This is an optimization exercise on Yosys and OpenROAD, whose aim is small area, a short achievable clock period and few clock cycles per item, not a production implementation.
Function was checked by simulation only, so behaviour that the tests miss may differ from the original.
Power is estimated from default activity; no workload was simulated.

==> design/flow/design.v <==
`default_nettype none
package gbk_pkg;
    localparam int COORD_W  = 16;
    localparam int INV_W    = 24;
    localparam int KERNEL_W = 17;
    localparam int DIST_W   = 42;
    localparam int MUL_W = 32;
    localparam int EXP_TABLE_BITS = 8;
    localparam int EXP_TABLE_SIZE = 1 << EXP_TABLE_BITS;
    localparam int EXP_ADDR_W     = EXP_TABLE_BITS + 1;
    localparam int EXP_VAL_W      = 33;
    localparam int TAYLOR_TERMS   = 24;
    localparam logic [31:0] LN2_Q32   = 32'd2977044472;
    localparam logic [31:0] LOG2E_Q30 = 32'd1549082005;
    localparam int X_W = 66;
    localparam logic [X_W-1:0] X_CAP_Q32 = 66'd1 << 37;
    localparam logic [5:0] N_LIMIT = 6'd17;
    localparam logic [KERNEL_W-1:0] KERNEL_ONE = 17'd65536;
    localparam logic [DIST_W-1:0]   ACC_MAX    = {DIST_W{1'b1}};
    typedef enum logic [3:0] {
        S_IDLE,
        S_SQ,
        S_ACC,
        S_XLO,
        S_XHI,
        S_XSUM,
        S_LOG,
        S_SPLIT,
        S_TAB0,
        S_TAB1,
        S_DIFF,
        S_IMUL,
        S_INTERP,
        S_ROUND,
        S_PUSH
    } state_t;
    typedef enum logic [2:0] {
        MUL_NONE,
        MUL_SQ,
        MUL_XLO,
        MUL_XHI,
        MUL_LOG,
        MUL_INTERP
    } mul_op_t;
    typedef struct packed {
        logic    in_ready;
        mul_op_t mul_op;
        logic    acc_step;
        logic    x_lo_load;
        logic    x_sum_load;
        logic    split_load;
        logic    rom_next;
        logic    t0_load;
        logic    diff_load;
        logic    v_load;
        logic    round_load;
        logic    kern_one;
        logic    kern_zero;
        logic    push;
    } ctrl_t;
    typedef struct packed {
        logic pair_valid;
        logic last;
        logic trivial;
        logic x_over;
        logic n_over;
        logic out_free;
    } stat_t;
    function automatic logic [63:0] div_by_step(input logic [63:0] t, input int unsigned i);
        logic [63:0] q;
        case (i)
            1:  q = t / 1;
            2:  q = t / 2;
            3:  q = t / 3;
            4:  q = t / 4;
            5:  q = t / 5;
            6:  q = t / 6;
            7:  q = t / 7;
            8:  q = t / 8;
            9:  q = t / 9;
            10: q = t / 10;
            11: q = t / 11;
            12: q = t / 12;
            13: q = t / 13;
            14: q = t / 14;
            15: q = t / 15;
            16: q = t / 16;
            17: q = t / 17;
            18: q = t / 18;
            19: q = t / 19;
            20: q = t / 20;
            21: q = t / 21;
            22: q = t / 22;
            23: q = t / 23;
            24: q = t / 24;
            default: q = t;
        endcase
        div_by_step = q;
    endfunction
    function automatic logic [EXP_VAL_W-1:0] exp_entry(input int unsigned k);
        logic [63:0] z;
        logic [63:0] term;
        logic [63:0] sum;
        int unsigned i;
        z    = (64'(k) * 64'(LN2_Q32)) >> EXP_TABLE_BITS;
        term = 64'd1 << 32;
        sum  = term;
        for (i = 1; i <= TAYLOR_TERMS; i++)
        begin
            term = div_by_step((term * z) >> 32, i);
            if (i[0])
                sum = sum - term;
            else
                sum = sum + term;
        end
        exp_entry = sum[EXP_VAL_W-1:0];
    endfunction
endpackage
`default_nettype wire
`default_nettype none
module gbk_seq (
    input  wire logic             clk,
    input  wire logic             rst_n,
    input  wire gbk_pkg::stat_t   stat,
    output gbk_pkg::ctrl_t        ctrl
);
    gbk_pkg::state_t state_reg;
    gbk_pkg::state_t state_next;
    always_ff @(posedge clk or negedge rst_n)
    begin
        if (!rst_n)
            state_reg <= gbk_pkg::S_IDLE;
        else
            state_reg <= state_next;
    end
    always_comb
    begin
        state_next = state_reg;
        unique case (state_reg)
            gbk_pkg::S_IDLE:
            begin
                if (stat.pair_valid)
                    state_next = gbk_pkg::S_SQ;
            end
            gbk_pkg::S_SQ:     state_next = gbk_pkg::S_ACC;
            gbk_pkg::S_ACC:
            begin
                if (stat.last)
                    state_next = gbk_pkg::S_XLO;
                else
                    state_next = gbk_pkg::S_IDLE;
            end
            gbk_pkg::S_XLO:
            begin
                if (stat.trivial)
                    state_next = gbk_pkg::S_PUSH;
                else
                    state_next = gbk_pkg::S_XHI;
            end
            gbk_pkg::S_XHI:    state_next = gbk_pkg::S_XSUM;
            gbk_pkg::S_XSUM:
            begin
                if (stat.x_over)
                    state_next = gbk_pkg::S_PUSH;
                else
                    state_next = gbk_pkg::S_LOG;
            end
            gbk_pkg::S_LOG:    state_next = gbk_pkg::S_SPLIT;
            gbk_pkg::S_SPLIT:
            begin
                if (stat.n_over)
                    state_next = gbk_pkg::S_PUSH;
                else
                    state_next = gbk_pkg::S_TAB0;
            end
            gbk_pkg::S_TAB0:   state_next = gbk_pkg::S_TAB1;
            gbk_pkg::S_TAB1:   state_next = gbk_pkg::S_DIFF;
            gbk_pkg::S_DIFF:   state_next = gbk_pkg::S_IMUL;
            gbk_pkg::S_IMUL:   state_next = gbk_pkg::S_INTERP;
            gbk_pkg::S_INTERP: state_next = gbk_pkg::S_ROUND;
            gbk_pkg::S_ROUND:  state_next = gbk_pkg::S_PUSH;
            gbk_pkg::S_PUSH:
            begin
                if (stat.out_free)
                    state_next = gbk_pkg::S_IDLE;
            end
            default:           state_next = gbk_pkg::S_IDLE;
        endcase
    end
    always_comb
    begin
        ctrl        = '0;
        ctrl.mul_op = gbk_pkg::MUL_NONE;
        unique case (state_reg)
            gbk_pkg::S_IDLE:   ctrl.in_ready = 1'b1;
            gbk_pkg::S_SQ:     ctrl.mul_op = gbk_pkg::MUL_SQ;
            gbk_pkg::S_ACC:    ctrl.acc_step = 1'b1;
            gbk_pkg::S_XLO:
            begin
                ctrl.mul_op   = gbk_pkg::MUL_XLO;
                ctrl.kern_one = stat.trivial;
            end
            gbk_pkg::S_XHI:
            begin
                ctrl.mul_op    = gbk_pkg::MUL_XHI;
                ctrl.x_lo_load = 1'b1;
            end
            gbk_pkg::S_XSUM:
            begin
                ctrl.x_sum_load = 1'b1;
                ctrl.kern_zero  = stat.x_over;
            end
            gbk_pkg::S_LOG:    ctrl.mul_op = gbk_pkg::MUL_LOG;
            gbk_pkg::S_SPLIT:
            begin
                ctrl.split_load = 1'b1;
                ctrl.kern_zero  = stat.n_over;
            end
            gbk_pkg::S_TAB0:   ctrl.rom_next = 1'b0;
            gbk_pkg::S_TAB1:
            begin
                ctrl.rom_next = 1'b1;
                ctrl.t0_load  = 1'b1;
            end
            gbk_pkg::S_DIFF:   ctrl.diff_load = 1'b1;
            gbk_pkg::S_IMUL:   ctrl.mul_op = gbk_pkg::MUL_INTERP;
            gbk_pkg::S_INTERP: ctrl.v_load = 1'b1;
            gbk_pkg::S_ROUND:  ctrl.round_load = 1'b1;
            gbk_pkg::S_PUSH:   ctrl.push = stat.out_free;
            default:           ctrl.in_ready = 1'b0;
        endcase
    end
endmodule
`default_nettype wire
`default_nettype none
module gbk_mul (
    input  wire logic                          clk,
    input  wire logic [gbk_pkg::MUL_W-1:0]     a,
    input  wire logic [gbk_pkg::MUL_W-1:0]     b,
    output logic      [2*gbk_pkg::MUL_W-1:0]   p
);
    logic [2*gbk_pkg::MUL_W-1:0] p_reg;
    always_ff @(posedge clk)
    begin
        p_reg <= a * b;
    end
    assign p = p_reg;
endmodule
`default_nettype wire
`default_nettype none
module gbk_exp_rom (
    input  wire logic                              clk,
    input  wire logic [gbk_pkg::EXP_ADDR_W-1:0]    addr,
    output logic      [gbk_pkg::EXP_VAL_W-1:0]     q
);
    logic [gbk_pkg::EXP_VAL_W-1:0] exp_tab [0:gbk_pkg::EXP_TABLE_SIZE];
    logic [gbk_pkg::EXP_VAL_W-1:0] q_reg;
    for (genvar k = 0; k <= gbk_pkg::EXP_TABLE_SIZE; k++)
    begin : g_entry
        assign exp_tab[k] = gbk_pkg::exp_entry(k);
    end
    always_ff @(posedge clk)
    begin
        q_reg <= exp_tab[addr];
    end
    assign q = q_reg;
endmodule
`default_nettype wire
`default_nettype none
module gaussian_rbf_kernel_core (
    input  wire logic                          clk,
    input  wire logic                          rst_n,
    input  wire logic                          pair_valid,
    output logic                               pair_ready,
    input  wire logic [gbk_pkg::COORD_W-1:0]   pair_coord_a,
    input  wire logic [gbk_pkg::COORD_W-1:0]   pair_coord_b,
    input  wire logic                          pair_last,
    output logic                               result_valid,
    input  wire logic                          result_ready,
    output logic      [gbk_pkg::KERNEL_W-1:0]  result_kernel_value,
    output logic      [gbk_pkg::DIST_W-1:0]    result_sq_distance,
    input  wire logic                          cfg_valid,
    output logic                               cfg_ready,
    input  wire logic [gbk_pkg::INV_W-1:0]     cfg_inv_bandwidth
);
    localparam int TB = gbk_pkg::EXP_TABLE_BITS;
    localparam int MW = gbk_pkg::MUL_W;
    gbk_pkg::ctrl_t ctrl;
    gbk_pkg::stat_t stat;
    logic [gbk_pkg::DIST_W-1:0]   acc_reg;
    logic [gbk_pkg::INV_W-1:0]    inv_reg;
    logic                         res_valid_reg;
    logic [15:0]                      ud_reg;
    logic                             last_reg;
    logic [gbk_pkg::DIST_W-1:0]       d2_reg;
    logic [44:0]                      x_reg;
    logic [4:0]                       n_reg;
    logic [TB-1:0]                    idx_reg;
    logic [23:0]                      r_reg;
    logic [gbk_pkg::EXP_VAL_W-1:0]    t0_reg;
    logic [31:0]                      diff_reg;
    logic [gbk_pkg::EXP_VAL_W-1:0]    v_reg;
    logic [gbk_pkg::KERNEL_W-1:0]     kern_reg;
    logic [gbk_pkg::KERNEL_W-1:0]     res_kernel_reg;
    logic [gbk_pkg::DIST_W-1:0]       res_dist_reg;
    logic                             accept;
    logic signed [16:0]               diff17;
    logic [16:0]                      abs17;
    logic [MW-1:0]                    mul_a;
    logic [MW-1:0]                    mul_b;
    logic [2*MW-1:0]                  prod;
    logic [gbk_pkg::DIST_W:0]         sum43;
    logic [gbk_pkg::DIST_W-1:0]       acc_sat;
    logic [gbk_pkg::X_W-1:0]          x_sum;
    logic [5:0]                       n_raw;
    logic [23:0]                      frac;
    logic [gbk_pkg::EXP_ADDR_W-1:0]   rom_addr;
    logic [gbk_pkg::EXP_VAL_W-1:0]    rom_q;
    logic [gbk_pkg::EXP_VAL_W:0]      rnd_sum;
    logic [gbk_pkg::EXP_VAL_W:0]      rnd_shift;
    gbk_seq u_seq (
        .clk   (clk),
        .rst_n (rst_n),
        .stat  (stat),
        .ctrl  (ctrl)
    );
    gbk_mul u_mul (
        .clk (clk),
        .a   (mul_a),
        .b   (mul_b),
        .p   (prod)
    );
    gbk_exp_rom u_rom (
        .clk  (clk),
        .addr (rom_addr),
        .q    (rom_q)
    );
    assign accept     = pair_valid && ctrl.in_ready;
    assign pair_ready = ctrl.in_ready;
    assign cfg_ready  = 1'b1;
    assign diff17 = {pair_coord_a[15], pair_coord_a} - {pair_coord_b[15], pair_coord_b};
    assign abs17  = diff17[16] ? 17'(-diff17) : 17'(diff17);
    always_comb
    begin
        mul_a = '0;
        mul_b = '0;
        case (ctrl.mul_op)
            gbk_pkg::MUL_SQ:
            begin
                mul_a = {16'b0, ud_reg};
                mul_b = {16'b0, ud_reg};
            end
            gbk_pkg::MUL_XLO:
            begin
                mul_a = {11'b0, d2_reg[20:0]};
                mul_b = {8'b0, inv_reg};
            end
            gbk_pkg::MUL_XHI:
            begin
                mul_a = {11'b0, d2_reg[41:21]};
                mul_b = {8'b0, inv_reg};
            end
            gbk_pkg::MUL_LOG:
            begin
                mul_a = {2'b0, x_reg[37:8]};
                mul_b = gbk_pkg::LOG2E_Q30;
            end
            gbk_pkg::MUL_INTERP:
            begin
                mul_a = diff_reg;
                mul_b = {8'b0, r_reg};
            end
            default:
            begin
                mul_a = '0;
                mul_b = '0;
            end
        endcase
    end
    assign sum43   = {1'b0, acc_reg} + {11'b0, prod[31:0]};
    assign acc_sat = sum43[gbk_pkg::DIST_W] ? gbk_pkg::ACC_MAX : sum43[gbk_pkg::DIST_W-1:0];
    assign x_sum = {21'b0, x_reg} + {prod[44:0], 21'b0};
    assign n_raw = prod[59:54];
    assign frac  = prod[53:30];
    assign rom_addr = ctrl.rom_next ? ({1'b0, idx_reg} + {{TB{1'b0}}, 1'b1})
                                    : {1'b0, idx_reg};
    assign rnd_sum   = {1'b0, v_reg} + (34'd1 << (6'd15 + {1'b0, n_reg}));
    assign rnd_shift = rnd_sum >> (6'd16 + {1'b0, n_reg});
    always_comb
    begin
        stat.pair_valid = pair_valid;
        stat.last       = last_reg;
        stat.trivial    = (d2_reg == '0) || (inv_reg == '0);
        stat.x_over     = x_sum > gbk_pkg::X_CAP_Q32;
        stat.n_over     = n_raw >= gbk_pkg::N_LIMIT;
        stat.out_free   = !res_valid_reg || result_ready;
    end
    always_ff @(posedge clk or negedge rst_n)
    begin
        if (!rst_n)
        begin
            acc_reg       <= '0;
            inv_reg       <= 24'd32768;
            res_valid_reg <= 1'b0;
        end
        else
        begin
            if (ctrl.acc_step)
                acc_reg <= last_reg ? '0 : acc_sat;
            if (cfg_valid)
                inv_reg <= cfg_inv_bandwidth;
            if (ctrl.push)
                res_valid_reg <= 1'b1;
            else if (result_ready)
                res_valid_reg <= 1'b0;
        end
    end
    always_ff @(posedge clk)
    begin
        if (accept)
        begin
            ud_reg   <= abs17[15:0];
            last_reg <= pair_last;
        end
        if (ctrl.acc_step)
            d2_reg <= acc_sat;
        if (ctrl.x_lo_load)
            x_reg <= prod[44:0];
        else if (ctrl.x_sum_load)
            x_reg <= {7'b0, x_sum[37:0]};
        if (ctrl.split_load)
        begin
            n_reg   <= n_raw[4:0];
            idx_reg <= frac[23 -: TB];
            r_reg   <= {frac[23-TB:0], {TB{1'b0}}};
        end
        if (ctrl.t0_load)
            t0_reg <= rom_q;
        if (ctrl.diff_load)
            diff_reg <= 32'(t0_reg - rom_q);
        if (ctrl.v_load)
            v_reg <= t0_reg - {1'b0, prod[55:24]};
        if (ctrl.kern_one)
            kern_reg <= gbk_pkg::KERNEL_ONE;
        else if (ctrl.kern_zero)
            kern_reg <= '0;
        else if (ctrl.round_load)
            kern_reg <= rnd_shift[gbk_pkg::KERNEL_W-1:0];
        if (ctrl.push)
        begin
            res_kernel_reg <= kern_reg;
            res_dist_reg   <= d2_reg;
        end
    end
    assign result_valid        = res_valid_reg;
    assign result_kernel_value = res_kernel_reg;
    assign result_sq_distance  = res_dist_reg;
endmodule
`default_nettype wire
==> design/flow/run.sh <==
#!/bin/bash
# synth_recipe.tcl (not shown) runs the flow's synth.tcl, then flattens the netlist and writes it again
# the make line also repeats each setting of config.mk as NAME=value (left out here)
make -C /OpenROAD-flow-scripts/flow DESIGN_CONFIG=/design/flow/config.mk WORK_HOME=/design/flow/orfs CLKGATE_MAP_FILE= SYNTH_SCRIPT=/design/flow/synth_recipe.tcl finish
==> design/flow/config.mk <==
export PLATFORM = sky130hd
export DESIGN_NAME = gaussian_rbf_kernel_core
export DESIGN_NICKNAME = gaussian_rbf_kernel_core
export VERILOG_FILES = /design/flow/design.v
export SDC_FILE = /design/flow/constraint.sdc
export NUM_CORES = 4
export LEC_CHECK = 0
export CAP_MARGIN = 20
export CORE_MARGIN = 2
export CORE_UTILIZATION = 40
export SLEW_MARGIN = 20
==> design/flow/constraint.sdc <==
create_clock -name core_clock -period 11.0 [get_ports {clk}]
set_input_delay 2.2000 -clock core_clock [delete_from_list [all_inputs] [get_ports {clk}]]
set_output_delay 2.2000 -clock core_clock [all_outputs]
set_load 0.01 [all_outputs]
==> results.cfg <==
[place]
port_buffers = 122
dpl_cell_area_um2 = 66850
gp_congestion = 1.088
dp.cells = 9276
place_hpwl_um = 243200

[timing]
grt_setup_unrepaired = no
worst_slew_pin_slew_ns = 1.337
fin_skew_ns = 0.1001
report.final.slew_viol_count = 0
max_freq_ghz = 0.09384
whs_ns = 0.4093
setup_tns_ns = 0
fin_crit_ns = 10.66
finalHoldViolations = 0
fin_crit_sh_pct = 96.88
setup_viol = 0
max-slew-margin-rel_pct = 10.06

[routing]
vias_per_cell = 6.239
route.detailed.drc = 0
drt-pass1-iter-count = 7
routed_wl_um = 310900
vias = 58610
post_drt_wl_per_cell_um = 33.09
ant_nets = 0
drtIter0Drc = 7372

[die]
io_pins = 124
core_area_um2 = 153900
rows = 144
initial_core_util_pct = 40.20
die_y_um = 397.2
dieArea_um2 = 157800
die_x_um = 397.2

[synth]
syn_area_um2 = 61850
avgSynthCellArea_um2 = 8.676
yosysSeqAreaShare_pct = 20.46
synth_area_leaders = fa_1, edfxtp_1, ha_1, inv_1, nor2_1
synth_cells = 7129
yosys_warnings = 5
yosys_most_used_dff = edfxtp_1
ys_ff_latch = 470
synth_cell_types = 94
ys_async_sr_fraction_pct = 15.11
synthDominantCellAreaShare_pct = 25.08
yosysTopAreaCell = fa_1
synth_edf_count = 289

[power]
irDropWorstVdd_mv = 0.6013
power.density_nw_per_um2 = 352.2
cellLeakagePower_nw = 31.29

[critical_path]
endpoint_kind = flop
criticalPathCategory = reg2reg
crit_arrival_ns = 11.22
critPathMaxStageDelay_ns = 0.68
start_kind = flop
critPathMaxFanout = 37
cp_common_cell = fa_1
reg2reg_slack_ns = 0.34
critPathSlowestCell = nand3_1
cp.required_ns = 11.56

[global_routing]
antenna_found_initial = 24
grt_pass1_wl_um = 435500
grt_use_total_pct = 38.95
gr-total-overflow = 0
grt_pass1_vias = 57820
grt_max_degree = 60

[clock_network]
cts_tree = yes
cts_hold_buffers = 0
root_buffer = clkbuf_16
numCtsBuffers = 55
h-tree-depth = 2
cts_buffer_depth = 3
clk_latency_ns = 0.72
path_clk_slew_ns = 0.07
clock-sinks = 470

[outcome]
status = finished clean

[finish]
largest_reg_flops = 60
fin_cells = 9395
fin_util_pct = 44.76
drive_gt1_share_pct = 7.248
syn_to_final_growth_pct = 11.34
fin_area_um2 = 68870
nNetsFinal = 8621

[job]
maxCapViolations = 0

[min_path]
hold_class = reg2reg
[per-layer routing]
metal  GRT usage, %  up-vias  wire length, um  share of wire, %
met3          11.81     1194            33440                11
met2          58.62     3718           132900                43
met4          26.44       18            27050               8.7
li1               -    24380                -                 -
met5              0        -              276             0.089
met1          48.03    29300           117200                38
[area by class of cell]
class	instances	area [um^2]
clock buffer	75	1543
tap	2044	2557
timing repair buffer	389	3233
multi-input combinational	5351	44650
antenna	11	27.53
fill	15290	85000
clock inverter	29	344.1
inverter	1026	3851
sequential	470	12660
[Yosys cell counts (all sizes together) (33+ instances only)]
cell type / number
o21a: 39
mux2: 33
nand3: 132
nand2b: 59
and3: 46
dfxtp: 110
fa: 775
nor3: 125
o21ai: 304
buf: 54
a22o: 38
clkbuf: 300
inv: 1026
nand4: 99
nand2: 731
a21oi: 399
xnor2: 156
and2: 71
nor2: 790
ha: 491
a31oi: 45
o22ai: 67
nor4: 87
a21o: 120
nor2b: 45
o221ai: 37
dfrtp: 70
a22oi: 48
a211oi: 53
xor2: 59
a221oi: 37
edfxtp: 289
[critical path, delay by kind of cell, from the launching register on]
kind,cells,cell delay (ns)
adders and majority gates,9,4.18
and+or+nand+nor,7,2.21
xor gates and xnor gates,1,0.15
buffers and inverters,4,0.63
DFF,1,0.55
AOI/OAI and AO/OA,9,2.74
[placed cells by master, fill, tap and decap left out, types with 72 or more instances in the layout]
master,n
fa_1,775
edfxtp_1,289
clkdlybuf4s50_1,121
inv_1,1023
a21o_1,120
ha_1,491
xnor2_1,154
a21oi_1,391
nand2_1,715
dfxtp_1,110
nor4_1,85
nor3_1,121
buf_4,266
nand4_1,99
nand3_1,132
o21ai_0,282
nor2_1,763
conb_1,72
[through the flow]
step / worst slack [ns] / power [mW]
finish: 0.3436 / 24.26
global placement: 0.6932 / 21.78
CTS: 0.3981 / 23.79
floorplan: 1.462 / 15.13
global route: 0.03904 / 25.83
detailed placement: 0.5247 / 21.74
[cells by family after synthesis]
family	synth area share, %
other	0.01214
muxes	0.8961
xor gates and xnor gates	3.056
DFF	20.46
buffers and inverters	8.427
AOI/OAI and AO/OA	15.15
and+or+nand+nor	16.98
adders and majority gates	35.01
[power by group]
group	switching [mW]	leakage [nW]	internal, mW
combinational	12.2	25.9	6.71
sequential	0.724	4.48	2.72
clock	0.863	0.905	1.07
total	13.7	31.3	10.5
[worst paths after layout]
| kind | start | to | depth (start not counted) |
|---|---|---|---|
| hold reg to reg | u_rom.q_reg[32] | t0_reg[32] | 0 |
| setup / recovery | u_seq.state_reg[1] | u_mul.p_reg[57] | 30 |
| setup reg to reg | u_seq.state_reg[1] | u_mul.p_reg[57] | 30 |
| max in group asynchronous | rst_n | inv_reg[18] | 2 |
| hold / removal | u_rom.q_reg[32] | t0_reg[32] | 0 |
| min in group asynchronous | rst_n | acc_reg[13] | 1 |
[what timing repair did]
item / CTS / global route
gates resized for setup: 0 / 8
buffers inserted: 0 / 0
endpoints found under the setup margin: 0 / 4
Testbench counts, summed over its fixed seeds: cycles 26,670, items 512.

## afterwards: timing with drivers on the ports
Ports are ideal in the flow. The routed layout listed here was re-timed in OpenROAD. Step 1, drivers: a clkbuf_16 drives clk and a buf_2 each remaining input, both assumed. Step 2 adds t to the input delays and takes it off the output delays; t is the mean of the earliest and latest rising clock arrival at the registers after step 1. Input paths then give back, and output paths get back, about the clock's delay inside the block. Three values: ideal ports, drivers, drivers and shift; two values: the first two.
t (ns): 0.756
setup WS [ns]: 0.344 / 0.344 / 0.344
hold slack, ns: 0.409 / 0.409 / 0.409
clock arrival spread, ns: 0.101 / 0.100
pins driven straight from the clock port: 1
After both steps this run still meets setup and hold. The setup slack of this run moves by 0.000 ns with the drivers and by 0.000 ns with both steps.
